Background: an optimization exercise with open tools, aiming at small area. Do not read the settings as production practice. Only simulation tests tie the RTL to the original design; equivalence was not proved.

==> design.v <==
module sin_cos #(
    parameter int Width = 16
) (
    input  logic                    clk,
    input  logic                    rst,
    input  logic                    phase_valid,
    input  logic signed [Width-1:0] phase,
    output logic                    sin_cos_valid,
    output logic signed [Width-1:0] cos,
    output logic signed [Width-1:0] sin
);
    function automatic logic [19:0] add_bk(input logic [19:0] a, input logic [19:0] b,
                                           input logic sub);
        logic [19:0] bb, p, g, gg, pp;
        logic [20:0] c;
        bb = b ^ {20{sub}};
        p  = a ^ bb;
        g  = a & bb;
        gg = g;
        pp = p;
        gg[0] = g[0] | (p[0] & sub);
        for (int l = 1; l < 20; l = l * 2) begin
            for (int j = 2 * l - 1; j < 20; j = j + 2 * l) begin
                gg[j] = gg[j] | (pp[j] & gg[j-l]);
                pp[j] = pp[j] & pp[j-l];
            end
        end
        for (int l = 8; l >= 1; l = l / 2) begin
            for (int j = 3 * l - 1; j < 20; j = j + 2 * l) begin
                gg[j] = gg[j] | (pp[j] & gg[j-l]);
                pp[j] = pp[j] & pp[j-l];
            end
        end
        c[0] = sub;
        for (int j = 0; j < 20; j++) c[j+1] = gg[j];
        add_bk = p ^ c[19:0];
    endfunction
    function automatic logic [19:0] add_ks(input logic [19:0] a, input logic [19:0] b,
                                           input logic sub);
        add_ks = a + (b ^ {20{sub}}) + {19'd0, sub};
    endfunction
    function automatic logic [19:0] add_rc(input logic [19:0] a, input logic [19:0] b,
                                           input logic sub);
        logic [19:0] bb, p, g;
        logic [20:0] c;
        bb = b ^ {20{sub}};
        p  = a ^ bb;
        g  = a & bb;
        c[0] = sub;
        for (int j = 0; j < 20; j++) c[j+1] = g[j] | (p[j] & c[j]);
        add_rc = p ^ c[19:0];
    endfunction
    function automatic logic [19:0] add_la(input logic [19:0] a, input logic [19:0] b,
                                           input logic sub);
        logic [19:0] bb, p, g;
        logic [20:0] c;
        bb = b ^ {20{sub}};
        p  = a ^ bb;
        g  = a & bb;
        c[0] = sub;
        for (int j = 0; j < 20; j += 2) begin
            c[j+1] = g[j] | (p[j] & c[j]);
            c[j+2] = g[j+1] | (p[j+1] & g[j]) | (p[j+1] & p[j] & c[j]);
        end
        add_la = p ^ c[19:0];
    endfunction
    function automatic logic [15:0] round_neg(input logic [19:0] v, input logic neg);
        logic [19:0] s;
        s = (v ^ {20{neg}}) + {16'd0, 1'b1, 2'b00, neg};
        round_neg = s[19:4];
    endfunction
    function automatic logic [15:0] last_round_sx(input logic [19:0] a, input logic [19:0] b,
                                                  input logic sub, input logic neg);
        logic [19:0] aa, bb;
        logic [8:0]  lo;
        logic [12:0] hi;
        logic [2:0]  d;
        aa = a ^ {20{neg}};
        bb = b ^ {20{sub ^ neg}};
        lo = {2'b00, aa[6:0]} + {2'b00, bb[6:0]} + {5'd0, 1'b1, 1'b0, neg & ~sub, sub};
        d  = {1'b0, lo[8:7]} - {2'b00, bb[7]};
        hi = aa[19:7] + {{10{d[2]}}, d};
        last_round_sx = {hi, lo[6:4]};
    endfunction
    function automatic logic [15:0] last_round(input logic [19:0] a, input logic [19:0] b,
                                               input logic sub, input logic neg);
        logic [19:0] s;
        s = (a ^ {20{neg}}) + (b ^ {20{sub ^ neg}}) + {16'd0, 1'b1, 1'b0, neg & ~sub, sub};
        last_round = s[19:4];
    endfunction
    function automatic logic [19:0] add_sx8_6(input logic [19:0] a, input logic [19:0] b,
                                                input logic sub);
        logic [19:0] bb, p, g, gg, pp, s;
        logic [20:0] c;
        logic        bs, inc, dec, all1, all0;
        bb = b ^ {20{sub}};
        p  = a ^ bb;
        g  = a & bb;
        c[0] = sub;
        for (int j = 0; j < 6; j++) c[j+1] = g[j] | (p[j] & c[j]);
        gg = g;
        pp = p;
        for (int l = 1; l < 8 - 6; l = l * 2) begin
            for (int r = 2 * l - 1; r < 8 - 6; r = r + 2 * l) begin
                gg[r+6] = gg[r+6] | (pp[r+6] & gg[r+6-l]);
                pp[r+6] = pp[r+6] & pp[r+6-l];
            end
        end
        for (int l = 8; l >= 1; l = l / 2) begin
            for (int r = 3 * l - 1; r < 8 - 6; r = r + 2 * l) begin
                gg[r+6] = gg[r+6] | (pp[r+6] & gg[r+6-l]);
                pp[r+6] = pp[r+6] & pp[r+6-l];
            end
        end
        for (int j = 6; j < 8; j++) c[j+1] = gg[j] | (pp[j] & c[6]);
        s = p ^ c[19:0];
        bs  = bb[8];
        inc = c[8] & ~bs;
        dec = ~c[8] & bs;
        all1 = 1'b1;
        all0 = 1'b1;
        for (int j = 8; j < 20; j++) begin
            s[j] = a[j] ^ ((inc & all1) | (dec & all0));
            all1 = all1 & a[j];
            all0 = all0 & ~a[j];
        end
        add_sx8_6 = s;
    endfunction
    function automatic logic [19:0] add_sx9_5(input logic [19:0] a, input logic [19:0] b,
                                                input logic sub);
        logic [19:0] bb, p, g, gg, pp, s;
        logic [20:0] c;
        logic        bs, inc, dec, all1, all0;
        bb = b ^ {20{sub}};
        p  = a ^ bb;
        g  = a & bb;
        c[0] = sub;
        for (int j = 0; j < 5; j++) c[j+1] = g[j] | (p[j] & c[j]);
        gg = g;
        pp = p;
        for (int l = 1; l < 9 - 5; l = l * 2) begin
            for (int r = 2 * l - 1; r < 9 - 5; r = r + 2 * l) begin
                gg[r+5] = gg[r+5] | (pp[r+5] & gg[r+5-l]);
                pp[r+5] = pp[r+5] & pp[r+5-l];
            end
        end
        for (int l = 8; l >= 1; l = l / 2) begin
            for (int r = 3 * l - 1; r < 9 - 5; r = r + 2 * l) begin
                gg[r+5] = gg[r+5] | (pp[r+5] & gg[r+5-l]);
                pp[r+5] = pp[r+5] & pp[r+5-l];
            end
        end
        for (int j = 5; j < 9; j++) c[j+1] = gg[j] | (pp[j] & c[5]);
        s = p ^ c[19:0];
        bs  = bb[9];
        inc = c[9] & ~bs;
        dec = ~c[9] & bs;
        all1 = 1'b1;
        all0 = 1'b1;
        for (int j = 9; j < 20; j++) begin
            s[j] = a[j] ^ ((inc & all1) | (dec & all0));
            all1 = all1 & a[j];
            all0 = all0 & ~a[j];
        end
        add_sx9_5 = s;
    endfunction
    function automatic logic [19:0] add_sx10_4(input logic [19:0] a, input logic [19:0] b,
                                                input logic sub);
        logic [19:0] bb, p, g, gg, pp, s;
        logic [20:0] c;
        logic        bs, inc, dec, all1, all0;
        bb = b ^ {20{sub}};
        p  = a ^ bb;
        g  = a & bb;
        c[0] = sub;
        for (int j = 0; j < 4; j++) c[j+1] = g[j] | (p[j] & c[j]);
        gg = g;
        pp = p;
        for (int l = 1; l < 10 - 4; l = l * 2) begin
            for (int r = 2 * l - 1; r < 10 - 4; r = r + 2 * l) begin
                gg[r+4] = gg[r+4] | (pp[r+4] & gg[r+4-l]);
                pp[r+4] = pp[r+4] & pp[r+4-l];
            end
        end
        for (int l = 8; l >= 1; l = l / 2) begin
            for (int r = 3 * l - 1; r < 10 - 4; r = r + 2 * l) begin
                gg[r+4] = gg[r+4] | (pp[r+4] & gg[r+4-l]);
                pp[r+4] = pp[r+4] & pp[r+4-l];
            end
        end
        for (int j = 4; j < 10; j++) c[j+1] = gg[j] | (pp[j] & c[4]);
        s = p ^ c[19:0];
        bs  = bb[10];
        inc = c[10] & ~bs;
        dec = ~c[10] & bs;
        all1 = 1'b1;
        all0 = 1'b1;
        for (int j = 10; j < 20; j++) begin
            s[j] = a[j] ^ ((inc & all1) | (dec & all0));
            all1 = all1 & a[j];
            all0 = all0 & ~a[j];
        end
        add_sx10_4 = s;
    endfunction
    function automatic logic [19:0] add_sx11_4(input logic [19:0] a, input logic [19:0] b,
                                                input logic sub);
        logic [19:0] bb, p, g, gg, pp, s;
        logic [20:0] c;
        logic        bs, inc, dec, all1, all0;
        bb = b ^ {20{sub}};
        p  = a ^ bb;
        g  = a & bb;
        c[0] = sub;
        for (int j = 0; j < 4; j++) c[j+1] = g[j] | (p[j] & c[j]);
        gg = g;
        pp = p;
        for (int l = 1; l < 11 - 4; l = l * 2) begin
            for (int r = 2 * l - 1; r < 11 - 4; r = r + 2 * l) begin
                gg[r+4] = gg[r+4] | (pp[r+4] & gg[r+4-l]);
                pp[r+4] = pp[r+4] & pp[r+4-l];
            end
        end
        for (int l = 8; l >= 1; l = l / 2) begin
            for (int r = 3 * l - 1; r < 11 - 4; r = r + 2 * l) begin
                gg[r+4] = gg[r+4] | (pp[r+4] & gg[r+4-l]);
                pp[r+4] = pp[r+4] & pp[r+4-l];
            end
        end
        for (int j = 4; j < 11; j++) c[j+1] = gg[j] | (pp[j] & c[4]);
        s = p ^ c[19:0];
        bs  = bb[11];
        inc = c[11] & ~bs;
        dec = ~c[11] & bs;
        all1 = 1'b1;
        all0 = 1'b1;
        for (int j = 11; j < 20; j++) begin
            s[j] = a[j] ^ ((inc & all1) | (dec & all0));
            all1 = all1 & a[j];
            all0 = all0 & ~a[j];
        end
        add_sx11_4 = s;
    endfunction
    function automatic logic [19:0] add_sx12_4(input logic [19:0] a, input logic [19:0] b,
                                                input logic sub);
        logic [19:0] bb, p, g, gg, pp, s;
        logic [20:0] c;
        logic        bs, inc, dec, all1, all0;
        bb = b ^ {20{sub}};
        p  = a ^ bb;
        g  = a & bb;
        c[0] = sub;
        for (int j = 0; j < 4; j++) c[j+1] = g[j] | (p[j] & c[j]);
        gg = g;
        pp = p;
        for (int l = 1; l < 12 - 4; l = l * 2) begin
            for (int r = 2 * l - 1; r < 12 - 4; r = r + 2 * l) begin
                gg[r+4] = gg[r+4] | (pp[r+4] & gg[r+4-l]);
                pp[r+4] = pp[r+4] & pp[r+4-l];
            end
        end
        for (int l = 8; l >= 1; l = l / 2) begin
            for (int r = 3 * l - 1; r < 12 - 4; r = r + 2 * l) begin
                gg[r+4] = gg[r+4] | (pp[r+4] & gg[r+4-l]);
                pp[r+4] = pp[r+4] & pp[r+4-l];
            end
        end
        for (int j = 4; j < 12; j++) c[j+1] = gg[j] | (pp[j] & c[4]);
        s = p ^ c[19:0];
        bs  = bb[12];
        inc = c[12] & ~bs;
        dec = ~c[12] & bs;
        all1 = 1'b1;
        all0 = 1'b1;
        for (int j = 12; j < 20; j++) begin
            s[j] = a[j] ^ ((inc & all1) | (dec & all0));
            all1 = all1 & a[j];
            all0 = all0 & ~a[j];
        end
        add_sx12_4 = s;
    endfunction
    function automatic logic [19:0] add_sx13_4(input logic [19:0] a, input logic [19:0] b,
                                                input logic sub);
        logic [19:0] bb, p, g, gg, pp, s;
        logic [20:0] c;
        logic        bs, inc, dec, all1, all0;
        bb = b ^ {20{sub}};
        p  = a ^ bb;
        g  = a & bb;
        c[0] = sub;
        for (int j = 0; j < 4; j++) c[j+1] = g[j] | (p[j] & c[j]);
        gg = g;
        pp = p;
        for (int l = 1; l < 13 - 4; l = l * 2) begin
            for (int r = 2 * l - 1; r < 13 - 4; r = r + 2 * l) begin
                gg[r+4] = gg[r+4] | (pp[r+4] & gg[r+4-l]);
                pp[r+4] = pp[r+4] & pp[r+4-l];
            end
        end
        for (int l = 8; l >= 1; l = l / 2) begin
            for (int r = 3 * l - 1; r < 13 - 4; r = r + 2 * l) begin
                gg[r+4] = gg[r+4] | (pp[r+4] & gg[r+4-l]);
                pp[r+4] = pp[r+4] & pp[r+4-l];
            end
        end
        for (int j = 4; j < 13; j++) c[j+1] = gg[j] | (pp[j] & c[4]);
        s = p ^ c[19:0];
        bs  = bb[13];
        inc = c[13] & ~bs;
        dec = ~c[13] & bs;
        all1 = 1'b1;
        all0 = 1'b1;
        for (int j = 13; j < 20; j++) begin
            s[j] = a[j] ^ ((inc & all1) | (dec & all0));
            all1 = all1 & a[j];
            all0 = all0 & ~a[j];
        end
        add_sx13_4 = s;
    endfunction
    function automatic logic [19:0] add_sx14_4(input logic [19:0] a, input logic [19:0] b,
                                                input logic sub);
        logic [19:0] bb, p, g, gg, pp, s;
        logic [20:0] c;
        logic        bs, inc, dec, all1, all0;
        bb = b ^ {20{sub}};
        p  = a ^ bb;
        g  = a & bb;
        c[0] = sub;
        for (int j = 0; j < 4; j++) c[j+1] = g[j] | (p[j] & c[j]);
        gg = g;
        pp = p;
        for (int l = 1; l < 14 - 4; l = l * 2) begin
            for (int r = 2 * l - 1; r < 14 - 4; r = r + 2 * l) begin
                gg[r+4] = gg[r+4] | (pp[r+4] & gg[r+4-l]);
                pp[r+4] = pp[r+4] & pp[r+4-l];
            end
        end
        for (int l = 8; l >= 1; l = l / 2) begin
            for (int r = 3 * l - 1; r < 14 - 4; r = r + 2 * l) begin
                gg[r+4] = gg[r+4] | (pp[r+4] & gg[r+4-l]);
                pp[r+4] = pp[r+4] & pp[r+4-l];
            end
        end
        for (int j = 4; j < 14; j++) c[j+1] = gg[j] | (pp[j] & c[4]);
        s = p ^ c[19:0];
        bs  = bb[14];
        inc = c[14] & ~bs;
        dec = ~c[14] & bs;
        all1 = 1'b1;
        all0 = 1'b1;
        for (int j = 14; j < 20; j++) begin
            s[j] = a[j] ^ ((inc & all1) | (dec & all0));
            all1 = all1 & a[j];
            all0 = all0 & ~a[j];
        end
        add_sx14_4 = s;
    endfunction
    logic [0:0] fold;
    logic [0:0] s0;
    logic [0:0] s1;
    logic [16:0] c2;
    logic [16:0] z2;
    logic [16:0] z2_q1;
    logic [0:0] s2;
    logic [0:0] s3;
    logic [0:0] s4;
    logic [0:0] s5;
    logic [12:0] c6;
    logic [12:0] z6;
    logic [0:0] s0_q1;
    logic [0:0] s1_q1;
    localparam logic [2559:0] XY_TABLE = 2560'h2d4712d37b2d37fd2b8f2d4712d37b2d37fd2b8f15dd73c2363c238ea2293d3ad1297612977c2c5306dd23f9ec3f9eef922e3703d20ae620ae8c8fc323fec34e7e34e7edc0133fec002f2702f28c0140fef353ffb23ffb4010ca328e2273a6273a8cd71e1d2ec38f2b38f2be2d143f1160ad2a0ad29c0eea0ebb63e4553e455f144a3aa7e1993b1993bc55822a4d73003330031d5b2a2a4d73003330031d5b2a300332a4d72a4d9cffcd300332a4d72a4d9cffcd1993b3aa7e3aa7ee66c53e4550ebb60ebb5c1bab0ad2a3f1163f116f52d638f2b1d2ec1d2ecc70d5273a6328e2328e0d8c593ffb2fef35fef34c004e02f273fec03fec0fd0d834e7e23fec23feccb18220ae63703d3703bdf51a3f9ec06dd206dcfc0614129763d3ad3d3abed68a3c23615dd715dd5c3dca2d37b2d4712d46dd2c862d37b2d4712d46dd2c86;
    logic [19:0] x6;
    logic [19:0] y6;
    logic [12:0] z6_q2;
    logic [18:0] x6_q2;
    wire [19:0] x6_q2_s = {{1{x6_q2[18]}}, x6_q2};
    logic [18:0] y6_q2;
    wire [19:0] y6_q2_s = {{1{y6_q2[18]}}, y6_q2};
    logic [19:0] x7;
    logic [19:0] y7;
    logic [12:0] z6_q3;
    logic [18:0] x7_q3;
    wire [19:0] x7_q3_s = {{1{x7_q3[18]}}, x7_q3};
    logic [18:0] y7_q3;
    wire [19:0] y7_q3_s = {{1{y7_q3[18]}}, y7_q3};
    logic [19:0] x8;
    logic [19:0] y8;
    logic [12:0] z6_q4;
    logic [18:0] x8_q4;
    wire [19:0] x8_q4_s = {{1{x8_q4[18]}}, x8_q4};
    logic [18:0] y8_q4;
    wire [19:0] y8_q4_s = {{1{y8_q4[18]}}, y8_q4};
    logic [19:0] x9;
    logic [19:0] y9;
    logic [12:0] z6_q5;
    logic [19:0] x9_q5;
    logic [18:0] y9_q5;
    wire [19:0] y9_q5_s = {{1{y9_q5[18]}}, y9_q5};
    logic [19:0] x10;
    logic [19:0] y10;
    logic [12:0] z6_q6;
    logic [19:0] x10_q6;
    logic [19:0] y10_q6;
    logic [19:0] x11;
    logic [19:0] y11;
    logic [12:0] z6_q7;
    logic [19:0] x11_q7;
    logic [19:0] y11_q7;
    logic [19:0] x12;
    logic [19:0] y12;
    logic [12:0] z6_q8;
    logic [19:0] x12_q8;
    logic [19:0] y12_q8;
    logic [19:0] x13;
    logic [19:0] y13;
    logic [12:0] z6_q9;
    logic [0:0] fold_q1;
    logic [0:0] fold_q2;
    logic [0:0] fold_q3;
    logic [0:0] fold_q4;
    logic [0:0] fold_q5;
    logic [0:0] fold_q6;
    logic [0:0] fold_q7;
    logic [0:0] fold_q8;
    logic [0:0] fold_q9;
    logic [19:0] x13_q9;
    logic [19:0] y13_q9;
    logic [15:0] cos_r;
    logic [15:0] sin_r;
    logic v1;
    logic v2;
    logic v3;
    logic v4;
    logic v5;
    logic v6;
    logic v7;
    logic v8;
    logic v9;
    wire pa_ge0 = $signed(phase) >= -$signed(16'sd32169);
    wire pa_ge1 = $signed(phase) >= -$signed(16'sd25735);
    wire pa_ge2 = $signed(phase) >= -$signed(16'sd19301);
    wire pa_ge3 = $signed(phase) >= -$signed(16'sd12868);
    wire pa_ge4 = $signed(phase) >= -$signed(16'sd6434);
    wire pa_ge5 = $signed(phase) >= $signed(16'sd0);
    wire pa_ge6 = $signed(phase) >= $signed(16'sd6434);
    wire pa_ge7 = $signed(phase) >= $signed(16'sd12869);
    wire pa_ge8 = $signed(phase) >= $signed(16'sd19302);
    wire pa_ge9 = $signed(phase) >= $signed(16'sd25736);
    wire pa_ge10 = $signed(phase) >= $signed(16'sd32170);
    assign fold = ~(pa_ge3 ^ pa_ge7);
    assign s0 = (pa_ge1 ^ pa_ge3 ^ pa_ge5 ^ pa_ge7 ^ pa_ge9);
    assign s1 = (pa_ge0 ^ pa_ge1 ^ pa_ge2 ^ pa_ge3 ^ pa_ge4 ^ pa_ge5 ^ pa_ge6 ^ pa_ge7 ^ pa_ge8 ^ pa_ge9 ^ pa_ge10);
    assign c2[0] = (pa_ge3 ^ pa_ge7);
    assign c2[1] = ~(pa_ge0 ^ pa_ge1 ^ pa_ge2 ^ pa_ge3 ^ pa_ge4 ^ pa_ge5 ^ pa_ge6 ^ pa_ge8 ^ pa_ge9 ^ pa_ge10);
    assign c2[2] = (pa_ge0 ^ pa_ge1 ^ pa_ge2 ^ pa_ge3 ^ pa_ge4 ^ pa_ge5 ^ pa_ge6);
    assign c2[3] = (pa_ge0 ^ pa_ge1 ^ pa_ge2 ^ pa_ge3 ^ pa_ge4 ^ pa_ge5 ^ pa_ge6 ^ pa_ge7 ^ pa_ge8 ^ pa_ge9 ^ pa_ge10);
    assign c2[4] = (pa_ge0 ^ pa_ge1 ^ pa_ge2 ^ pa_ge3 ^ pa_ge4 ^ pa_ge5 ^ pa_ge6 ^ pa_ge7 ^ pa_ge8 ^ pa_ge9 ^ pa_ge10);
    assign c2[5] = (pa_ge0 ^ pa_ge1 ^ pa_ge2 ^ pa_ge3 ^ pa_ge4 ^ pa_ge5 ^ pa_ge6 ^ pa_ge7 ^ pa_ge8 ^ pa_ge9 ^ pa_ge10);
    assign c2[6] = (pa_ge1 ^ pa_ge3 ^ pa_ge5 ^ pa_ge7 ^ pa_ge9);
    assign c2[7] = (pa_ge1 ^ pa_ge5 ^ pa_ge9);
    assign c2[8] = (pa_ge0 ^ pa_ge2 ^ pa_ge3 ^ pa_ge4 ^ pa_ge5 ^ pa_ge6 ^ pa_ge7 ^ pa_ge8 ^ pa_ge10);
    assign c2[9] = (pa_ge1 ^ pa_ge2 ^ pa_ge3 ^ pa_ge4 ^ pa_ge5 ^ pa_ge6 ^ pa_ge7 ^ pa_ge8 ^ pa_ge9);
    assign c2[10] = (pa_ge0 ^ pa_ge1 ^ pa_ge3 ^ pa_ge5 ^ pa_ge7 ^ pa_ge9 ^ pa_ge10);
    assign c2[11] = ~(pa_ge1 ^ pa_ge2 ^ pa_ge4 ^ pa_ge5 ^ pa_ge6 ^ pa_ge8 ^ pa_ge9);
    assign c2[12] = (pa_ge3 ^ pa_ge4 ^ pa_ge5 ^ pa_ge6 ^ pa_ge7);
    assign c2[13] = (pa_ge0 ^ pa_ge2 ^ pa_ge3 ^ pa_ge5 ^ pa_ge7 ^ pa_ge8 ^ pa_ge10);
    assign c2[14] = ~(pa_ge1 ^ pa_ge2 ^ pa_ge4 ^ pa_ge5 ^ pa_ge6 ^ pa_ge8 ^ pa_ge9);
    assign c2[15] = ~(pa_ge3 ^ pa_ge4 ^ pa_ge5 ^ pa_ge6 ^ pa_ge7);
    assign c2[16] = (pa_ge1 ^ pa_ge3 ^ pa_ge5 ^ pa_ge7 ^ pa_ge9);
    assign z2 = {phase[12:0] + c2[16:4], c2[3:0]};
    wire zb_ge0 = $signed(z2_q1) >= -$signed(17'sd56592);
    wire zb_ge1 = $signed(z2_q1) >= -$signed(17'sd48416);
    wire zb_ge2 = $signed(z2_q1) >= -$signed(17'sd40232);
    wire zb_ge3 = $signed(z2_q1) >= -$signed(17'sd32112);
    wire zb_ge4 = $signed(z2_q1) >= -$signed(17'sd23992);
    wire zb_ge5 = $signed(z2_q1) >= -$signed(17'sd15811);
    wire zb_ge6 = $signed(z2_q1) >= -$signed(17'sd7632);
    wire zb_ge7 = $signed(z2_q1) >= $signed(17'sd0);
    wire zb_ge8 = $signed(z2_q1) >= $signed(17'sd7630);
    wire zb_ge9 = $signed(z2_q1) >= $signed(17'sd15811);
    wire zb_ge10 = $signed(z2_q1) >= $signed(17'sd23992);
    wire zb_ge11 = $signed(z2_q1) >= $signed(17'sd32110);
    wire zb_ge12 = $signed(z2_q1) >= $signed(17'sd40228);
    wire zb_ge13 = $signed(z2_q1) >= $signed(17'sd48416);
    wire zb_ge14 = $signed(z2_q1) >= $signed(17'sd56592);
    assign s2 = zb_ge7;
    assign s3 = (zb_ge3 ^ zb_ge7 ^ zb_ge11);
    assign s4 = (zb_ge1 ^ zb_ge3 ^ zb_ge5 ^ zb_ge7 ^ zb_ge9 ^ zb_ge11 ^ zb_ge13);
    assign s5 = (zb_ge0 ^ zb_ge1 ^ zb_ge2 ^ zb_ge3 ^ zb_ge4 ^ zb_ge5 ^ zb_ge6 ^ zb_ge7 ^ zb_ge8 ^ zb_ge9 ^ zb_ge10 ^ zb_ge11 ^ zb_ge12 ^ zb_ge13 ^ zb_ge14);
    assign c6[0] = 1'b1;
    assign c6[1] = (zb_ge0 ^ zb_ge2 ^ zb_ge3 ^ zb_ge4 ^ zb_ge6 ^ zb_ge7 ^ zb_ge8 ^ zb_ge10 ^ zb_ge11 ^ zb_ge12 ^ zb_ge14);
    assign c6[2] = ~(zb_ge1 ^ zb_ge2 ^ zb_ge4 ^ zb_ge5 ^ zb_ge7 ^ zb_ge9 ^ zb_ge10 ^ zb_ge12 ^ zb_ge13);
    assign c6[3] = ~(zb_ge1 ^ zb_ge4 ^ zb_ge7 ^ zb_ge10 ^ zb_ge13);
    assign c6[4] = (zb_ge3 ^ zb_ge5 ^ zb_ge7 ^ zb_ge9 ^ zb_ge11);
    assign c6[5] = (zb_ge1 ^ zb_ge5 ^ zb_ge7 ^ zb_ge9 ^ zb_ge13);
    assign c6[6] = (zb_ge5 ^ zb_ge7 ^ zb_ge9);
    assign c6[7] = (zb_ge3 ^ zb_ge7 ^ zb_ge11);
    assign c6[8] = ~(zb_ge7);
    assign c6[9] = zb_ge7;
    assign c6[10] = ~(zb_ge7);
    assign c6[11] = ~(zb_ge7);
    assign c6[12] = zb_ge7;
    assign z6 = z2_q1[12:0] + c6;
    assign {x6, y6} = XY_TABLE[{s5, s4, s3, s2, s1_q1, s0_q1} * 40 +: 40];
    assign x7 = add_sx14_4(x6_q2_s, $signed(y6_q2_s) >>> 6, ~z6_q2[12]);
    assign y7 = add_sx14_4(y6_q2_s, $signed(x6_q2_s) >>> 6, z6_q2[12]);
    assign x8 = add_sx13_4(x7_q3_s, $signed(y7_q3_s) >>> 7, z6_q3[11]);
    assign y8 = add_sx13_4(y7_q3_s, $signed(x7_q3_s) >>> 7, ~z6_q3[11]);
    assign x9 = add_sx12_4(x8_q4_s, $signed(y8_q4_s) >>> 8, z6_q4[10]);
    assign y9 = add_sx12_4(y8_q4_s, $signed(x8_q4_s) >>> 8, ~z6_q4[10]);
    assign x10 = add_sx11_4(x9_q5, $signed(y9_q5_s) >>> 9, z6_q5[9]);
    assign y10 = add_sx11_4(y9_q5_s, $signed(x9_q5) >>> 9, ~z6_q5[9]);
    assign x11 = add_sx10_4(x10_q6, $signed(y10_q6) >>> 10, z6_q6[8]);
    assign y11 = add_sx10_4(y10_q6, $signed(x10_q6) >>> 10, ~z6_q6[8]);
    assign x12 = add_sx9_5(x11_q7, $signed(y11_q7) >>> 11, z6_q7[7]);
    assign y12 = add_sx9_5(y11_q7, $signed(x11_q7) >>> 11, ~z6_q7[7]);
    assign x13 = add_sx8_6(x12_q8, $signed(y12_q8) >>> 12, z6_q8[6]);
    assign y13 = add_sx8_6(y12_q8, $signed(x12_q8) >>> 12, ~z6_q8[6]);
    assign cos_r = last_round(x13_q9, $signed(y13_q9) >>> 13, z6_q9[5], fold_q9);
    assign sin_r = last_round(y13_q9, $signed(x13_q9) >>> 13, ~z6_q9[5], fold_q9);
    always_ff @(posedge clk) begin
        z2_q1 <= z2;
        s0_q1 <= s0;
        s1_q1 <= s1;
        z6_q2 <= z6;
        x6_q2 <= x6[18:0];
        y6_q2 <= y6[18:0];
        z6_q3 <= z6_q2;
        x7_q3 <= x7[18:0];
        y7_q3 <= y7[18:0];
        z6_q4 <= z6_q3;
        x8_q4 <= x8[18:0];
        y8_q4 <= y8[18:0];
        z6_q5 <= z6_q4;
        x9_q5 <= x9;
        y9_q5 <= y9[18:0];
        z6_q6 <= z6_q5;
        x10_q6 <= x10;
        y10_q6 <= y10;
        z6_q7 <= z6_q6;
        x11_q7 <= x11;
        y11_q7 <= y11;
        z6_q8 <= z6_q7;
        x12_q8 <= x12;
        y12_q8 <= y12;
        z6_q9 <= z6_q8;
        fold_q1 <= fold;
        fold_q2 <= fold_q1;
        fold_q3 <= fold_q2;
        fold_q4 <= fold_q3;
        fold_q5 <= fold_q4;
        fold_q6 <= fold_q5;
        fold_q7 <= fold_q6;
        fold_q8 <= fold_q7;
        fold_q9 <= fold_q8;
        x13_q9 <= x13;
        y13_q9 <= y13;
        cos <= cos_r;
        sin <= sin_r;
    end
    always_ff @(posedge clk) begin
        if (rst) begin
            v1 <= 1'b0;
            v2 <= 1'b0;
            v3 <= 1'b0;
            v4 <= 1'b0;
            v5 <= 1'b0;
            v6 <= 1'b0;
            v7 <= 1'b0;
            v8 <= 1'b0;
            v9 <= 1'b0;
            sin_cos_valid <= 1'b0;
        end else begin
            v1 <= phase_valid;
            v2 <= v1;
            v3 <= v2;
            v4 <= v3;
            v5 <= v4;
            v6 <= v5;
            v7 <= v6;
            v8 <= v7;
            v9 <= v8;
            sin_cos_valid <= v9;
        end
    end
endmodule
==> run.sh <==
#!/bin/bash
# synth_recipe.tcl (not shown) runs the flow's synth.tcl, then flattens the netlist and writes it again
# the make line also repeats each setting of config.mk as NAME=value (left out here)
make -C /OpenROAD-flow-scripts/flow DESIGN_CONFIG=/design/flow/config.mk WORK_HOME=/design/flow/orfs CLKGATE_MAP_FILE= SYNTH_SCRIPT=/design/flow/synth_recipe.tcl finish
==> config.mk <==
export PLATFORM = sky130hd
export DESIGN_NAME = sin_cos
export DESIGN_NICKNAME = sin_cos
export VERILOG_FILES = /design/flow/design.v
export SDC_FILE = /design/flow/constraint.sdc
export NUM_CORES = 4
export LEC_CHECK = 0
export CAP_MARGIN = 20
export CORE_MARGIN = 2
export CORE_UTILIZATION = 62
export CTS_CLUSTER_DIAMETER = 100
export CTS_CLUSTER_SIZE = 24
export PLACE_DENSITY = 0.7
export SLEW_MARGIN = 20
==> constraint.sdc <==
create_clock -name core_clock -period 4.5 [get_ports {clk}]
set_input_delay 0.9000 -clock core_clock [delete_from_list [all_inputs] [get_ports {clk}]]
set_output_delay 0.9000 -clock core_clock [all_outputs]
set_load 0.01 [all_outputs]
==> results.json, run 1 <==
{
  "dp_hpwl_um": 47500,
  "dieArea_mm2": 0.0419,
  "vias": 19800,
  "firstDrtPassIters": 6,
  "highest_layer": "met5",
  "fin_crit_ns": 4.31,
  "yosysWarnings": 113,
  "worst_r2r_path_depth": 20,
  "seq_area_frac_synth": 0.335,
  "synth_enable_flop_cells": 0,
  "syn_area_per_cell_um2": 8.85,
  "drc": 0,
  "ctsHoldBuffers": 0,
  "crit_type": "reg -> reg",
  "critical-path-slowest-cell": "fa_1",
  "met3WireLength_um": 3050,
  "io_buffers": 51,
  "diodes": 0,
  "min_path_type": "reg -> reg",
  "cp-end-kind": "flip-flop",
  "grt_max_degree": 59,
  "drv_slew": 0,
  "clkLatencyLatePin_ns": 0.57,
  "wl_met1_um": 27400,
  "drt_iter0_markers": 1499,
  "synth_top_area_cell": "dfxtp_1",
  "fillers": 3075,
  "synthCells": 2819,
  "io_pins": 52,
  "crit_chain": "xnor2_1 > fa_1 > fa_1 > fa_1 > nor2b_1 > o21ai_0 > a21boi_1 > o21ai_0 > nand2b_1 > and2_1 > o21a_1 > o21a_1 > or2_2 > ha_1 > nand3_1 > nor2_2 > and3_2 > nand3_1 > mux2i_1 > xor2_1",
  "yosys_register_bits": 418,
  "rsz0062_at_grt": "true",
  "nets": 3209,
  "layout_common_cells": "401 x dfxtp_1, 236 x nor2_1, 225 x xnor2_1, 220 x ha_1, 216 x inv_1",
  "crit_fanout": 8,
  "critPathMostFrequentCell": "fa_1",
  "start_util": 0.628,
  "area_growth_pct": 10.2,
  "antenna_found_initial": 1,
  "relSlewSlack": 0.433,
  "synth_area_leaders": "dfxtp_1 34%, ha_1 11%, xnor2_1 7.9%",
  "via_per_inst": 5.76,
  "grt-ovfl-total": 0,
  "cts_sinks": 418,
  "critPathLaunchType": "flip-flop",
  "rows": 73,
  "clk_pin_slew_ns": 0.09,
  "synth_top_area_frac": 0.335,
  "ant_nets": 0,
  "period_share": 0.957,
  "tightest_slew_ns": 0.850,
  "wire_per_inst_um": 18.2,
  "min_path_cells": 0,
  "tritoncts": "built",
  "fmax_mhz": 232,
  "status": "no timing/DRC/antenna violations",
  "die_height_um": 205,
  "async_reset_ff_frac": 0,
  "timing.max_cap.violations": 0,
  "gp_congestion": 0.972,
  "grt_pass1_wl_um": 100000,
  "finalSetupViolCount": 0,
  "routed_wl_um": 62300,
  "clock_skew_ns": 0.0349,
  "netlist_area_mm2": 0.0250,
  "hold_violations": 0,
  "whs_ns": 0.324,
  "mappedNetlistNets": 3126,
  "ys.flop_type": "dfxtp_1",
  "cp.required_ns": 4.99,
  "cts_buffers": 21,
  "cts_buffer_depth": 3,
  "first_global_vias": 19700,
  "final_common_cell": "dfxtp_1",
  "die_w_um": 205,
  "synth_cell_types": 82,
  "critical-path-max-stage-delay_ns": 0.45,
  "final_core_util": 0.692,
  "routed-wl-met2_um": 29600,
  "root_buffer": "clkbuf_16",
  "globalRouteTotalUtil": 0.294,
  "critical_path_arrival_ns": 4.79,
  "htreeDepth": 1,
  "layout-drive-gt1-share": 0.0930,
  "coreArea_mm2": 0.0397
}
cells in the mapped netlist (29+ instances only):
master,n
o21ai_0,157
nor2b_1,48
xor2_1,183
a21boi_0,29
nor3_1,69
a31oi_1,35
a21oi_1,119
nand3_1,59
clkbuf_1,101
dfxtp_1,418
nand2b_1,51
nor2_1,248
fa_1,65
o21a_1,31
xnor2_1,226
nand2_1,197
ha_1,223
inv_1,216
critical path: cells and delay by family (launching register included):
| kind | cells | cell delay, ns |
|---|---|---|
| XOR/XNOR | 2 | 0.32 |
| AO/OA/AOI/OAI | 5 | 0.73 |
| adder cells (fa/ha/maj) | 4 | 1.44 |
| AND/OR/NAND/NOR | 8 | 1.19 |
| flip-flops | 1 | 0.39 |
| multiplexers | 1 | 0.17 |
cell families after synthesis:
| kind of cell | share of synthesized area |
|---|---|
| buffers and inverters | 0.0545 |
| and+or+nand+nor | 0.146 |
| muxes | 0.0165 |
| xor gates and xnor gates | 0.145 |
| DFF | 0.335 |
| AOI/OAI and AO/OA | 0.139 |
| adders and majority gates | 0.164 |
final timing paths:
| path | from | endpoint | slack, ns |
|---|---|---|---|
| worst max-delay path | z6_q5[9] | x10_q6[19] | 0.19 |
| worst min-delay path | z6_q6[7] | z6_q7[7] | 0.32 |
| worst max register to register | z6_q5[9] | x10_q6[19] | 0.19 |
| worst min register to register | z6_q6[7] | z6_q7[7] | 0.32 |
per-stage QoR:
step	TNS, ns	worst slack (ns)	cells	area (um^2)
4_1_cts	0	0.00976	3424	27300
2_1_floorplan	0	0.00659	2819	25000
3_5_place_dp	-3.30	-0.716	3400	26700
6_report	0	0.193	3428	27500
3_3_place_gp	-2.67	-0.608	3400	26700
5_1_grt	-0.113	-0.0973	3428	27500
repair_timing:
action | in CTS | in global routing
setup endpoints to repair | 19 | 65
setup buffers | 0 | 4
pin swaps | 0 | 19
resized for setup | 10 | 94
metal layers:
metal  GRT usage  vias to the layer above
met1       0.388                     9414
met2       0.502                      567
met5           0                        -
met4       0.100                        2
met3      0.0313                      151
li1            -                     9625
flip-flops by register name (all words and copies together), names as in the netlist, 6 cells and up:
| name | count |
|---|---|
| x13_q9 | 20 |
| z2_q1 | 17 |
| y6_q2 | 19 |
| x9_q5 | 20 |
| y12_q8 | 20 |
| x11_q7 | 20 |
| x12_q8 | 20 |
| y7_q3 | 19 |
| x8_q4 | 19 |
| z6_q3 | 7 |
| y10_q6 | 20 |
| y9_q5 | 19 |
| y13_q9 | 20 |
| cos | 16 |
| x6_q2 | 19 |
| sin | 16 |
| y11_q7 | 20 |
| y8_q4 | 19 |
| x7_q3 | 19 |
| z6_q2 | 8 |
| x10_q6 | 20 |
| z6_q4 | 6 |
area by class of cell:
class,instances,area (um^2),area share
well taps,525,657,0.0239
inverters,218,818,0.0297
multi-input cells,2049,15500,0.562
flip-flops and latches,418,8400,0.305
clock buffers,22,529,0.0192
repair buffers,194,1620,0.0589
clock inverters,2,25.0,0.000910
==> run 2: changes to the inputs <==
--- a/config.mk
+++ b/config.mk
@@ -8,7 +8,7 @@
 export CAP_MARGIN = 20
 export CORE_MARGIN = 2
 export CORE_UTILIZATION = 62
-export CTS_CLUSTER_DIAMETER = 100
+export CTS_CLUSTER_DIAMETER = 150
 export CTS_CLUSTER_SIZE = 24
 export PLACE_DENSITY = 0.7
 export SLEW_MARGIN = 20
==> results.json, run 2 <==
{
  "status": "no timing/DRC/antenna violations",
  "rsz0062_at_grt": "true",
  "gp_congestion": 0.972,
  "place_inst": 3400,
  "io_buffers": 51,
  "setup_tns_ns": 0,
  "synth_enable_flop_cells": 0,
  "synthCells": 2819,
  "yosysWarnings": 113,
  "clk_pin_slew_ns": 0.09,
  "async_reset_ff_frac": 0,
  "r2r_setup_slack_ns": 0.25,
  "dp_hpwl_um": 47500,
  "final_core_util": 0.693,
  "area_growth_pct": 10.3,
  "timing.max_cap.violations": 0,
  "diodes": 0,
  "root_buffer": "clkbuf_16",
  "ys_top_cells_by_count": "418 x dfxtp_1, 248 x nor2_1, 226 x xnor2_1",
  "fin_ws_ns": 0.245,
  "layout-drive-gt1-share": 0.0929,
  "routed_wl_um": 62100,
  "firstDrtPassIters": 5,
  "critPathLaunchType": "input pin",
  "htreeDepth": 1,
  "rows": 73,
  "io_pins": 52,
  "nets": 3211,
  "tightest_slew_ns": 0.847,
  "critical_path_arrival_ns": 4.68,
  "final_common_cell": "dfxtp_1",
  "clkLatencyLatePin_ns": 0.56,
  "cp-startpoint": "phase[7]",
  "crit-reg2reg-capture": "y13_q9[18]",
  "drt_iter0_markers": 1406,
  "mappedNetlistNets": 3126,
  "start_util": 0.628,
  "first_global_vias": 19700,
  "die_height_um": 205,
  "netlist_area_mm2": 0.0250,
  "tritoncts": "built",
  "min_path_type": "reg -> reg",
  "via_per_inst": 5.76,
  "cts_buffer_depth": 3,
  "crit_type": "in -> reg",
  "relSlewSlack": 0.436,
  "grt-ovfl-total": 0,
  "fin_crit_ns": 4.26,
  "met3WireLength_um": 3010,
  "pre_cts_slack_ns": -0.716,
  "seq_area_frac_synth": 0.335,
  "die_w_um": 205,
  "critPathCapture": "z2_q1[15]",
  "routed-wl-met2_um": 29300,
  "yosys_register_bits": 418,
  "wl_met1_um": 27400,
  "dieArea_mm2": 0.0419,
  "vias": 19700,
  "coreArea_mm2": 0.0397,
  "period_share": 0.946,
  "ant_nets": 0,
  "cts_buffers": 21,
  "globalRouteTotalUtil": 0.294,
  "cp-end-kind": "flip-flop",
  "synth_top_area_cell": "dfxtp_1",
  "fillers": 3076,
  "highest_layer": "met5",
  "grt_pass1_wl_um": 100000,
  "worst_r2r_path_depth": 19,
  "layout_common_cells": "401 x dfxtp_1, 236 x nor2_1, 225 x xnor2_1, 220 x ha_1, 216 x inv_1",
  "wire_per_inst_um": 18.1,
  "synth_area_leaders": "dfxtp_1 34%, ha_1 11%, xnor2_1 7.9%",
  "syn_area_per_cell_um2": 8.85,
  "fin_cells": 3430,
  "grt_max_degree": 59,
  "ys.flop_type": "dfxtp_1",
  "clock_skew_ns": 0.0309,
  "cts_sinks": 418,
  "synth_cell_types": 82,
  "crit_fanout": 8,
  "yosysMostFrequentCell": "dfxtp_1",
  "hold_violations": 0,
  "fmax_mhz": 235,
  "synth_top_area_frac": 0.335,
  "regToRegStartpoint": "z6_q8[6]",
  "antenna_found_initial": 2,
  "cp.required_ns": 4.93,
  "drc": 0,
  "finalSetupViolCount": 0,
  "ctsHoldBuffers": 0,
  "drv_slew": 0
}
run 2: cell families after synthesis:
group	count (synthesis)	share of synthesized area
AO/OA/AOI/OAI	541	0.139
XOR/XNOR	411	0.145
adder cells (fa/ha/maj)	288	0.164
buffers and inverters	352	0.0545
flip-flops	418	0.335
multiplexers	31	0.0165
AND/OR/NAND/NOR	778	0.146
run 2: timing repair:
item / 4_1_cts / 5_1_grt
buffers inserted: 0 / 6
setup endpoints to repair: 17 / 66
resized for setup: 10 / 92
pin swaps: 0 / 15
run 2: through the flow:
| step | cell area, um^2 | hold slack (ns) |
|---|---|---|
| after detailed placement | 26700 | 0.313 |
| after global placement | 26700 | 0.310 |
| after global routing | 27500 | 0.339 |
| after floorplan | 25000 | 0.310 |
| after CTS | 27300 | 0.334 |
| final | 27500 | 0.331 |
run 2: per-layer routing:
metal,up-vias,GRT usage
met5,-,0
met2,564,0.498
met4,4,0.106
met3,157,0.0328
li1,9646,-
met1,9370,0.389
run 2: cell type report:
type,instances,area (um^2),area share
inverter,218,818,0.0297
sequential,418,8410,0.305
clock inverter,2,25.0,0.000909
timing repair buffer,196,1640,0.0595
multi-input combinational,2049,15500,0.561
tap,525,657,0.0239
clock buffer,22,529,0.0192
run 2: how the worst min path moves through the flow:
stage,end,cells after the start,from
finish,z6_q7[7],0,z6_q6[7]
global route,fold_q5,0,fold_q4
CTS,z6_q7[5],0,z6_q6[5]
detailed placement,z6_q4[9],0,z6_q3[9]
global placement,z6_q7[5],0,z6_q6[5]
floorplan,fold_q2,0,fold_q1
run 2: worst max-delay path: stages:
cell and delay [ns]:
clkdlybuf4s50_1 0.43, buf_4 0.18, a211o_1 0.26, a211oi_2 0.22, nor2_1 0.09, nor4_2 0.29
a41o_1 0.18, nor3_2 0.07, o21a_1 0.14, buf_4 0.14, ha_1 0.27, a21o_1 0.17
a21oi_2 0.16, o21ai_1 0.07, a21oi_1 0.15, nand2b_1 0.12, a21boi_1 0.09, o31a_1 0.32
o41ai_2 0.32, xnor2_1 0.11
==> run 3: changes to the inputs <==
--- a/config.mk
+++ b/config.mk
@@ -8,7 +8,7 @@
 export CAP_MARGIN = 20
 export CORE_MARGIN = 2
 export CORE_UTILIZATION = 62
-export CTS_CLUSTER_DIAMETER = 150
-export CTS_CLUSTER_SIZE = 24
+export CTS_CLUSTER_DIAMETER = 200
+export CTS_CLUSTER_SIZE = 18
 export PLACE_DENSITY = 0.7
 export SLEW_MARGIN = 20
==> results.json, run 3 <==
{
  "die_w_um": 205,
  "crit_type": "reg -> reg",
  "finalSetupViolCount": 0,
  "layout-drive-gt1-share": 0.0948,
  "drt_iter0_markers": 1301,
  "cp-startpoint": "z6_q2[12]",
  "drc": 0,
  "regArea_mm2": 0.00840,
  "clkLatencyLatePin_ns": 0.57,
  "drv_slew": 0,
  "dp_hpwl_um": 47500,
  "synth_top_area_cell": "dfxtp_1",
  "io_pins": 52,
  "cp.required_ns": 4.97,
  "dieArea_mm2": 0.0419,
  "min_path_type": "reg -> reg",
  "ctsHoldBuffers": 0,
  "yosys_register_bits": 418,
  "antenna_found_initial": 2,
  "yosysMostFrequentCell": "dfxtp_1",
  "io_buffers": 51,
  "ant_nets": 0,
  "wire_per_inst_um": 18.2,
  "cts_buffer_depth": 3,
  "fin_crit_ns": 4.29,
  "nets": 3217,
  "min_path_cells": 0,
  "period_share": 0.953,
  "netlist_area_mm2": 0.0250,
  "mappedNetlistNets": 3126,
  "async_reset_ff_frac": 0,
  "crit_fanout": 9,
  "grt_max_degree": 59,
  "synth_area_leaders": "dfxtp_1 34%, ha_1 11%, xnor2_1 7.9%",
  "cts_sinks": 418,
  "fin_ws_ns": 0.210,
  "yosysWarnings": 113,
  "synth_enable_flop_cells": 0,
  "cts_buffers": 27,
  "synth_cell_types": 82,
  "relSlewSlack": 0.419,
  "die_height_um": 205,
  "grt_pass1_wl_um": 101000,
  "coreArea_mm2": 0.0397,
  "ys.flop_type": "dfxtp_1",
  "hold_end": "z6_q3[8]",
  "setup_tns_ns": 0,
  "crit-reg2reg-capture": "y7_q3[18]",
  "clk_pin_slew_ns": 0.07,
  "syn_area_per_cell_um2": 8.85,
  "layout_common_cells": "402 x dfxtp_1, 235 x nor2_1, 225 x xnor2_1, 220 x ha_1, 216 x inv_1",
  "area_growth_pct": 10.8,
  "synth_top_area_frac": 0.335,
  "status": "no timing/DRC/antenna violations",
  "timing.max_cap.violations": 0,
  "clock_skew_ns": 0.0216,
  "globalRouteTotalUtil": 0.296,
  "first_global_vias": 19700,
  "hp-start": "z6_q2[8]",
  "fmax_mhz": 233,
  "firstDrtPassIters": 5,
  "start_util": 0.628,
  "seq_area_frac_synth": 0.335,
  "rows": 73,
  "routed_wl_um": 62600,
  "fillers": 3031,
  "final_common_cell": "dfxtp_1",
  "critical_path_arrival_ns": 4.76,
  "synthCells": 2819,
  "htreeDepth": 1,
  "ys_top_cells_by_count": "418 x dfxtp_1, 248 x nor2_1, 226 x xnor2_1",
  "diodes": 0,
  "critPathLaunchType": "flip-flop",
  "cp-end-kind": "flip-flop",
  "worst_r2r_path_depth": 17,
  "via_per_inst": 5.80,
  "regToRegStartpoint": "z6_q2[12]",
  "grt-ovfl-total": 0,
  "gp_congestion": 0.972,
  "rsz0062_at_grt": "true",
  "root_buffer": "clkbuf_16",
  "tightest_slew_ns": 0.871,
  "hold_violations": 0,
  "multiInputGateArea_mm2": 0.0154,
  "tritoncts": "built",
  "pre_cts_slack_ns": -0.716,
  "r2r_setup_slack_ns": 0.21,
  "vias": 19900
}
==> run 3: cell count changes in the layout (fill, tap and decap cells not counted), sizes merged <==
cell and delta:
inv -1, clkdlybuf4s50 +1, clkbuf +6, dlymetal6s2s -1
==> run 3: cells by family (layout without fill, tap and decap cells) <==
kind of cell	Yosys count	after routing	share of synthesized area
AOI/OAI and AO/OA	541	541	0.139
xor gates and xnor gates	411	411	0.145
adders and majority gates	288	288	0.164
buffers and inverters	352	443	0.0545
DFF	418	418	0.335
muxes	31	31	0.0165
and+or+nand+nor	778	778	0.146
==> run 3: repair_timing <==
item,4_1_cts,5_1_grt
pin swaps,0,15
resized for setup,10,91
endpoints found under the setup margin,16,64
buffers inserted,0,6
==> run 3: area by class of cell <==
type                            count  area share
Clock buffer                       28      0.0246
Clock inverter                      1    0.000588
Inverter                          218      0.0296
Multi-Input combinational cell   2049       0.559
Sequential cell                   418       0.304
Tap cell                          525      0.0238
Timing Repair Buffer              196      0.0591
==> run 3: how the worst max path moves through the flow <==
stage | endpoint | slack [ns] | cells past startpoint
floorplan | x12_q8[19] | 0.007 | 21
global placement | z2_q1[16] | -0.61 | 21
detailed placement | z2_q1[16] | -0.72 | 21
CTS | x9_q5[18] | 0.01 | 19
global route | y12_q8[19] | -0.08 | 21
finish | y7_q3[18] | 0.21 | 17
==> run 3: metrics by stage <==
step	cell area, um^2	utilization	instances	hold slack, ns
2_1_floorplan	25000	-	2819	0.310
3_3_place_gp	26700	0.672	3400	0.310
3_5_place_dp	26700	0.672	3400	0.313
4_1_cts	27400	0.690	3429	0.321
5_1_grt	27700	0.696	3435	0.326
6_report	27700	0.696	3435	0.312
==> run 3: metal layers <==
metal	up-vias	GRT usage	routed length, um
li1	9657	-	-
met1	9496	0.389	27300
met2	605	0.504	29800
met3	158	0.0342	3360
met4	4	0.103	2090
met5	-	0	27
==> run 3: critical path, cell delays in order (launching register included) <==
cell	delay, ns
dfxtp_4	0.39
xnor2_1	0.15
fa_1	0.43
fa_1	0.39
fa_1	0.42
nor2b_1	0.13
o21ai_0	0.12
a21boi_0	0.26
o21ai_0	0.17
a21boi_1	0.22
o21ai_0	0.16
a21oi_1	0.22
o31a_1	0.22
or2_2	0.13
ha_1	0.18
nand4_1	0.12
mux2i_1	0.21
xor2_1	0.25
==> run 4: changes to the inputs <==
--- a/design.v
+++ b/design.v
@@ -359,7 +359,14 @@
     logic [0:0] s1;
     logic [16:0] c2;
     logic [16:0] z2;
-    logic [16:0] z2_q1;
+    logic [12:0] z2h;
+    logic [0:0] pneg;
+    logic [0:0] fold_q1;
+    logic [0:0] s1_q1;
+    logic [0:0] pneg_q1;
+    logic [12:0] z2h_q1;
+    logic [3:0] z2l;
+    logic [16:0] z2b;
     logic [0:0] s2;
     logic [0:0] s3;
     logic [0:0] s4;
@@ -367,7 +374,6 @@
     logic [12:0] c6;
     logic [12:0] z6;
     logic [0:0] s0_q1;
-    logic [0:0] s1_q1;
     localparam logic [2559:0] XY_TABLE = 2560'h2d4712d37b2d37fd2b8f2d4712d37b2d37fd2b8f15dd73c2363c238ea2293d3ad1297612977c2c5306dd23f9ec3f9eef922e3703d20ae620ae8c8fc323fec34e7e34e7edc0133fec002f2702f28c0140fef353ffb23ffb4010ca328e2273a6273a8cd71e1d2ec38f2b38f2be2d143f1160ad2a0ad29c0eea0ebb63e4553e455f144a3aa7e1993b1993bc55822a4d73003330031d5b2a2a4d73003330031d5b2a300332a4d72a4d9cffcd300332a4d72a4d9cffcd1993b3aa7e3aa7ee66c53e4550ebb60ebb5c1bab0ad2a3f1163f116f52d638f2b1d2ec1d2ecc70d5273a6328e2328e0d8c593ffb2fef35fef34c004e02f273fec03fec0fd0d834e7e23fec23feccb18220ae63703d3703bdf51a3f9ec06dd206dcfc0614129763d3ad3d3abed68a3c23615dd715dd5c3dca2d37b2d4712d46dd2c862d37b2d4712d46dd2c86;
     logic [19:0] x6;
     logic [19:0] y6;
@@ -414,7 +420,6 @@
     logic [19:0] x13;
     logic [19:0] y13;
     logic [12:0] z6_q9;
-    logic [0:0] fold_q1;
     logic [0:0] fold_q2;
     logic [0:0] fold_q3;
     logic [0:0] fold_q4;
@@ -467,22 +472,28 @@
     assign c2[14] = ~(pa_ge1 ^ pa_ge2 ^ pa_ge4 ^ pa_ge5 ^ pa_ge6 ^ pa_ge8 ^ pa_ge9);
     assign c2[15] = ~(pa_ge3 ^ pa_ge4 ^ pa_ge5 ^ pa_ge6 ^ pa_ge7);
     assign c2[16] = (pa_ge1 ^ pa_ge3 ^ pa_ge5 ^ pa_ge7 ^ pa_ge9);
-    assign z2 = {phase[12:0] + c2[16:4], c2[3:0]};
-    wire zb_ge0 = $signed(z2_q1) >= -$signed(17'sd56592);
-    wire zb_ge1 = $signed(z2_q1) >= -$signed(17'sd48416);
-    wire zb_ge2 = $signed(z2_q1) >= -$signed(17'sd40232);
-    wire zb_ge3 = $signed(z2_q1) >= -$signed(17'sd32112);
-    wire zb_ge4 = $signed(z2_q1) >= -$signed(17'sd23992);
-    wire zb_ge5 = $signed(z2_q1) >= -$signed(17'sd15811);
-    wire zb_ge6 = $signed(z2_q1) >= -$signed(17'sd7632);
-    wire zb_ge7 = $signed(z2_q1) >= $signed(17'sd0);
-    wire zb_ge8 = $signed(z2_q1) >= $signed(17'sd7630);
-    wire zb_ge9 = $signed(z2_q1) >= $signed(17'sd15811);
-    wire zb_ge10 = $signed(z2_q1) >= $signed(17'sd23992);
-    wire zb_ge11 = $signed(z2_q1) >= $signed(17'sd32110);
-    wire zb_ge12 = $signed(z2_q1) >= $signed(17'sd40228);
-    wire zb_ge13 = $signed(z2_q1) >= $signed(17'sd48416);
-    wire zb_ge14 = $signed(z2_q1) >= $signed(17'sd56592);
+    assign z2h = phase[12:0] + c2[16:4];
+    assign pneg = phase[15];
+    assign z2l[0] = ~fold_q1;
+    assign z2l[1] = fold_q1 ? (s1_q1 ^ pneg_q1) : ~s1_q1;
+    assign z2l[2] = s1_q1 | (fold_q1 & ~pneg_q1);
+    assign z2l[3] = s1_q1;
+    assign z2b = {z2h_q1, z2l};
+    wire zb_ge0 = $signed(z2b) >= -$signed(17'sd56592);
+    wire zb_ge1 = $signed(z2b) >= -$signed(17'sd48416);
+    wire zb_ge2 = $signed(z2b) >= -$signed(17'sd40232);
+    wire zb_ge3 = $signed(z2b) >= -$signed(17'sd32112);
+    wire zb_ge4 = $signed(z2b) >= -$signed(17'sd23992);
+    wire zb_ge5 = $signed(z2b) >= -$signed(17'sd15811);
+    wire zb_ge6 = $signed(z2b) >= -$signed(17'sd7632);
+    wire zb_ge7 = $signed(z2b) >= $signed(17'sd0);
+    wire zb_ge8 = $signed(z2b) >= $signed(17'sd7630);
+    wire zb_ge9 = $signed(z2b) >= $signed(17'sd15811);
+    wire zb_ge10 = $signed(z2b) >= $signed(17'sd23992);
+    wire zb_ge11 = $signed(z2b) >= $signed(17'sd32110);
+    wire zb_ge12 = $signed(z2b) >= $signed(17'sd40228);
+    wire zb_ge13 = $signed(z2b) >= $signed(17'sd48416);
+    wire zb_ge14 = $signed(z2b) >= $signed(17'sd56592);
     assign s2 = zb_ge7;
     assign s3 = (zb_ge3 ^ zb_ge7 ^ zb_ge11);
     assign s4 = (zb_ge1 ^ zb_ge3 ^ zb_ge5 ^ zb_ge7 ^ zb_ge9 ^ zb_ge11 ^ zb_ge13);
@@ -500,7 +511,7 @@
     assign c6[10] = ~(zb_ge7);
     assign c6[11] = ~(zb_ge7);
     assign c6[12] = zb_ge7;
-    assign z6 = z2_q1[12:0] + c6;
+    assign z6 = z2b[12:0] + c6;
     assign {x6, y6} = XY_TABLE[{s5, s4, s3, s2, s1_q1, s0_q1} * 40 +: 40];
     assign x7 = add_sx14_4(x6_q2_s, $signed(y6_q2_s) >>> 6, ~z6_q2[12]);
     assign y7 = add_sx14_4(y6_q2_s, $signed(x6_q2_s) >>> 6, z6_q2[12]);
@@ -519,9 +530,11 @@
     assign cos_r = last_round(x13_q9, $signed(y13_q9) >>> 13, z6_q9[5], fold_q9);
     assign sin_r = last_round(y13_q9, $signed(x13_q9) >>> 13, ~z6_q9[5], fold_q9);
     always_ff @(posedge clk) begin
-        z2_q1 <= z2;
-        s0_q1 <= s0;
+        fold_q1 <= fold;
         s1_q1 <= s1;
+        pneg_q1 <= pneg;
+        z2h_q1 <= z2h;
+        s0_q1 <= s0;
         z6_q2 <= z6;
         x6_q2 <= x6[18:0];
         y6_q2 <= y6[18:0];
@@ -544,7 +557,6 @@
         x12_q8 <= x12;
         y12_q8 <= y12;
         z6_q9 <= z6_q8;
-        fold_q1 <= fold;
         fold_q2 <= fold_q1;
         fold_q3 <= fold_q2;
         fold_q4 <= fold_q3;
--- a/config.mk
+++ b/config.mk
@@ -8,7 +8,8 @@
 export CAP_MARGIN = 20
 export CORE_MARGIN = 2
 export CORE_UTILIZATION = 62
-export CTS_CLUSTER_DIAMETER = 200
-export CTS_CLUSTER_SIZE = 18
+export CTS_CLUSTER_DIAMETER = 100
+export CTS_CLUSTER_SIZE = 24
+export GPL_TIMING_DRIVEN = 0
 export PLACE_DENSITY = 0.7
 export SLEW_MARGIN = 20
==> results.json, run 4 <==
{
  "status": "aborted with a tool error",
  "lastStage": "5_1_grt",
  "toolErrorMsg": "[ERROR GRT-0232] Routing congestion too high. Check the congestion heatmap in the GUI.",
  "cts_buffers": 21,
  "grt-ovfl-total": 105,
  "worstEndpointType": "register input",
  "ys_top_cells_by_count": "416 x dfxtp_1, 229 x nor2_1, 223 x ha_1, 223 x xnor2_1, 213 x inv_1",
  "antenna_found_initial": 30,
  "syn_area_per_cell_um2": 8.96,
  "synth_top_area_cell": "dfxtp_1",
  "synthCells": 2760,
  "start_util": 0.625,
  "io_buffers": 49,
  "root_buffer": "clkbuf_16",
  "dp_hpwl_um": 58600,
  "cts_sinks": 416,
  "ys.flop_type": "dfxtp_1",
  "globalRouteTotalUtil": 0.759,
  "synth_cell_types": 87,
  "synth_area_leaders": "dfxtp_1 34%, ha_1 11%, xnor2_1 7.9%",
  "yosys_register_bits": 416,
  "die_w_um": 204,
  "async_reset_ff_frac": 0,
  "netlist_area_mm2": 0.0247,
  "rows": 73,
  "worst_endpoint": "x11_q7[19]$_DFF_P_/D",
  "yosysWarnings": 113,
  "place_inst": 3334,
  "synth_enable_flop_cells": 0,
  "gp_congestion": 1.04,
  "seq_area_frac_synth": 0.337,
  "htreeDepth": 1,
  "grt_max_degree": 25,
  "cts_buffer_depth": 3,
  "yosysMostFrequentCell": "dfxtp_1",
  "synth_top_area_frac": 0.337,
  "ctsHoldBuffers": 0,
  "mappedNetlistNets": 3067,
  "die_height_um": 204,
  "io_pins": 52
}
run 4: cell types whose count changed after synthesis, moves of 8 or more:
cell | before | now
a21boi_0 | 29 | 20
a21oi_1 | 119 | 147
buf_2 | 19 | 28
clkbuf_1 | 101 | 88
nand2_1 | 197 | 166
nand3_1 | 59 | 43
nor2_1 | 248 | 229
nor2b_1 | 48 | 40
o21a_1 | 31 | 39
xor2_1 | 183 | 195
run 4: layer usage:
metal | GRT usage | GRT overflow
met1 | 0.756 | 3
met4 | 0.681 | 40
met3 | 0.674 | 13
met5 | 0.476 | 1
met2 | 0.891 | 48
run 4: cells by family after synthesis:
family                     count (synthesis)  synth area share
AOI/OAI and AO/OA                        563             0.145
xor gates and xnor gates                 418             0.148
adders and majority gates                289             0.166
buffers and inverters                    349            0.0556
DFF                                      416             0.337
muxes                                     28            0.0154
and+or+nand+nor                          697             0.133
run 4: how the worst min path moves through the flow:
stage	start	cells after the start	endpoint	slack, ns
after CTS	z6_q4[8]	0	z6_q5[8]	0.33
after detailed placement	z6_q3[5]	0	z6_q4[5]	0.31
after global placement	z6_q2[6]	0	z6_q3[6]	0.31
after floorplan	z6_q2[0]	0	z6_q3[0]	0.31
run 4: per-stage QoR:
step	setup WS, ns	cell area (um^2)	hold slack [ns]
floorplan	0.00121	24700	0.310
global placement	-1.18	25900	0.312
detailed placement	-1.23	25900	0.312
CTS	-0.0113	27300	0.326
run 4: what timing repair did:
item,4_1_cts
setup endpoints to repair,138
resized for setup,194
pin swaps,48
setup buffers,56
==> run 5: changes to the inputs <==
--- a/config.mk
+++ b/config.mk
@@ -10,6 +10,5 @@
 export CORE_UTILIZATION = 62
 export CTS_CLUSTER_DIAMETER = 100
 export CTS_CLUSTER_SIZE = 24
-export GPL_TIMING_DRIVEN = 0
 export PLACE_DENSITY = 0.7
 export SLEW_MARGIN = 20
==> results.json, run 5 <==
{
  "status": "no timing/DRC/antenna violations",
  "mappedNetlistNets": 3067,
  "cts_buffer_depth": 3,
  "ys.flop_type": "dfxtp_1",
  "clkLatencyLatePin_ns": 0.54,
  "layout-drive-gt1-share": 0.117,
  "vias": 19600,
  "gp_congestion": 0.947,
  "yosysWarnings": 113,
  "yosys_register_bits": 416,
  "critical_path_arrival_ns": 4.79,
  "synth_top_area_cell": "dfxtp_1",
  "tritoncts": "built",
  "multiInputGateArea_mm2": 0.0154,
  "synth_area_leaders": "dfxtp_1 34%, ha_1 11%, xnor2_1 7.9%",
  "layout_common_cells": "398 x dfxtp_1, 222 x xnor2_1, 220 x ha_1, 216 x nor2_1, 212 x inv_1",
  "wire_per_inst_um": 18.2,
  "dieArea_mm2": 0.0415,
  "clock_skew_ns": 0.0222,
  "routed_wl_um": 61700,
  "final_core_util": 0.697,
  "syn_area_per_cell_um2": 8.96,
  "critical-path-max-stage-delay_ns": 0.43,
  "min_path_type": "reg -> reg",
  "ys_top_cells_by_count": "416 x dfxtp_1, 229 x nor2_1, 223 x ha_1, 223 x xnor2_1, 213 x inv_1",
  "finalSetupViolCount": 0,
  "die_w_um": 204,
  "drt_iter0_markers": 1417,
  "grt_max_degree": 59,
  "crit_fanout": 6,
  "synth_top_area_frac": 0.337,
  "place_inst": 3334,
  "grt-ovfl-total": 0,
  "clk_pin_slew_ns": 0.09,
  "diodes": 0,
  "regArea_mm2": 0.00837,
  "period_share": 0.960,
  "drv_slew": 0,
  "synth_cell_types": 87,
  "fin_crit_ns": 4.32,
  "firstDrtPassIters": 7,
  "fillers": 3023,
  "cp-end-kind": "flip-flop",
  "hold_violations": 0,
  "cp.required_ns": 4.97,
  "crit_chain": "xor2_1 > fa_2 > fa_1 > fa_1 > fa_2 > fa_2 > nor2b_1 > o21ai_0 > nand2b_1 > ha_1 > nand3_1 > nor2_2 > and3_4 > and3_4 > and3_4 > nand3_1 > o21ai_0 > xor2_1",
  "rows": 73,
  "nets": 3172,
  "critical-path-slowest-cell": "fa_2",
  "start_util": 0.625,
  "dp_hpwl_um": 46300,
  "root_buffer": "clkbuf_16",
  "netlist_area_mm2": 0.0247,
  "relSlewSlack": 0.396,
  "grt_pass1_wl_um": 99000,
  "fin_cells": 3390,
  "area_growth_pct": 11.4,
  "critPathLaunchType": "flip-flop",
  "cts_buffers": 21,
  "yosysMostFrequentCell": "dfxtp_1",
  "antenna_found_initial": 1,
  "crit_type": "reg -> reg",
  "tightest_slew_ns": 0.903,
  "synth_enable_flop_cells": 0,
  "synthCells": 2760,
  "io_pins": 52,
  "timing.max_cap.violations": 0,
  "setup_tns_ns": 0,
  "cts_sinks": 416,
  "globalRouteTotalUtil": 0.293,
  "htreeDepth": 1,
  "ant_nets": 0,
  "io_buffers": 51,
  "async_reset_ff_frac": 0,
  "coreArea_mm2": 0.0395,
  "fmax_mhz": 231,
  "via_per_inst": 5.78,
  "drc": 0,
  "seq_area_frac_synth": 0.337,
  "first_global_vias": 19500,
  "final_common_cell": "dfxtp_1",
  "die_height_um": 204
}
[run 5: final cells by class]
| cell class | count | share of cell area |
|---|---|---|
| multi-input cells | 1995 | 0.559 |
| flip-flops and latches | 416 | 0.304 |
| repair buffers | 217 | 0.0647 |
| inverters | 214 | 0.0292 |
| well taps | 525 | 0.0238 |
| clock buffers | 22 | 0.0192 |
| clock inverters | 1 | 0.000590 |
[run 5: timing repair]
item / CTS / global route
buffers inserted: 16 / 17
hold buffers: 0 / 0
gates resized for setup: 28 / 115
setup endpoints to repair: 20 / 61
pin swaps: 19 / 44
[run 5: final timing paths]
check	from	to	slack [ns]	cells past startpoint
max	z6_q8[6]	y13_q9[19]	0.18	18
min	z6_q6[7]	z6_q7[7]	0.33	0
max reg2reg	z6_q8[6]	y13_q9[19]	0.18	18
min reg2reg	z6_q6[7]	z6_q7[7]	0.33	0
[run 5: layer usage]
layer | vias up | GRT usage | wire (um)
li1 | 9483 | - | -
met1 | 9362 | 0.388 | 27300
met2 | 576 | 0.493 | 29000
met3 | 161 | 0.0380 | 3270
met4 | 2 | 0.103 | 2100
met5 | - | 0 | 13
[run 5: worst max-delay path, delay by kind of cell, from the launching register on]
| kind | cells | cell delay, ns |
|---|---|---|
| xor gates and xnor gates | 2 | 0.35 |
| AOI/OAI and AO/OA | 2 | 0.20 |
| adders and majority gates | 6 | 2.12 |
| DFF | 1 | 0.39 |
| and+or+nand+nor | 8 | 1.18 |
[run 5: cells by family after synthesis]
kind of cell             Yosys count  share of synthesized area
AO/OA/AOI/OAI                    563                      0.145
XOR/XNOR                         418                      0.148
adder cells (fa/ha/maj)          289                      0.166
buffers and inverters            349                     0.0556
flip-flops                       416                      0.337
multiplexers                      28                     0.0154
AND/OR/NAND/NOR                  697                      0.133
[run 5: metrics by stage]
| step | worst slack [ns] | hold slack [ns] | cell area [um^2] |
|---|---|---|---|
| floorplan | 0.00121 | 0.310 | 24700 |
| global placement | -0.700 | 0.310 | 26400 |
| detailed placement | -0.702 | 0.312 | 26400 |
| CTS | 0.000980 | 0.332 | 27100 |
| global route | -0.0777 | 0.332 | 27600 |
| finish | 0.178 | 0.328 | 27600 |

-- what the ideal ports hide --
Ports are ideal in the flow. The routed layouts listed here were re-timed in OpenROAD.
Step 1 assumes that a clkbuf_16 drives the clock port and a buf_2 every other input.
Step 2 times the ports against the registers' clock, not the clock port: input delays grow and output delays shrink by t, the midpoint of the rising clock arrivals with the driver on.
Slacks: ideal ports / drivers / drivers and shift; pairs: ideal ports / drivers.
| run | shift t [ns] | setup slack, ns | hold WS [ns] | worst data-port slew with drivers (ns) |
|---|---|---|---|---|
| run 1 | 0.599 | 0.193 / 0.193 / -0.325 | 0.324 / 0.324 / 0.324 | 0.04 |
| run 2 | 0.603 | 0.245 / 0.254 / -0.320 | 0.331 / 0.331 / 0.331 | 0.04 |
| run 3 | 0.616 | 0.210 / 0.210 / -0.352 | 0.312 / 0.312 / 0.312 | 0.04 |
| run 5 | 0.590 | 0.178 / 0.178 / -0.377 | 0.328 / 0.328 / 0.328 | 0.03 |
Met with ideal ports but missed after step 2: setup timing in every run listed. For run 2, which loses most, drivers alone change the setup slack by +0.009 ns; drivers and shift together by -0.565 ns.
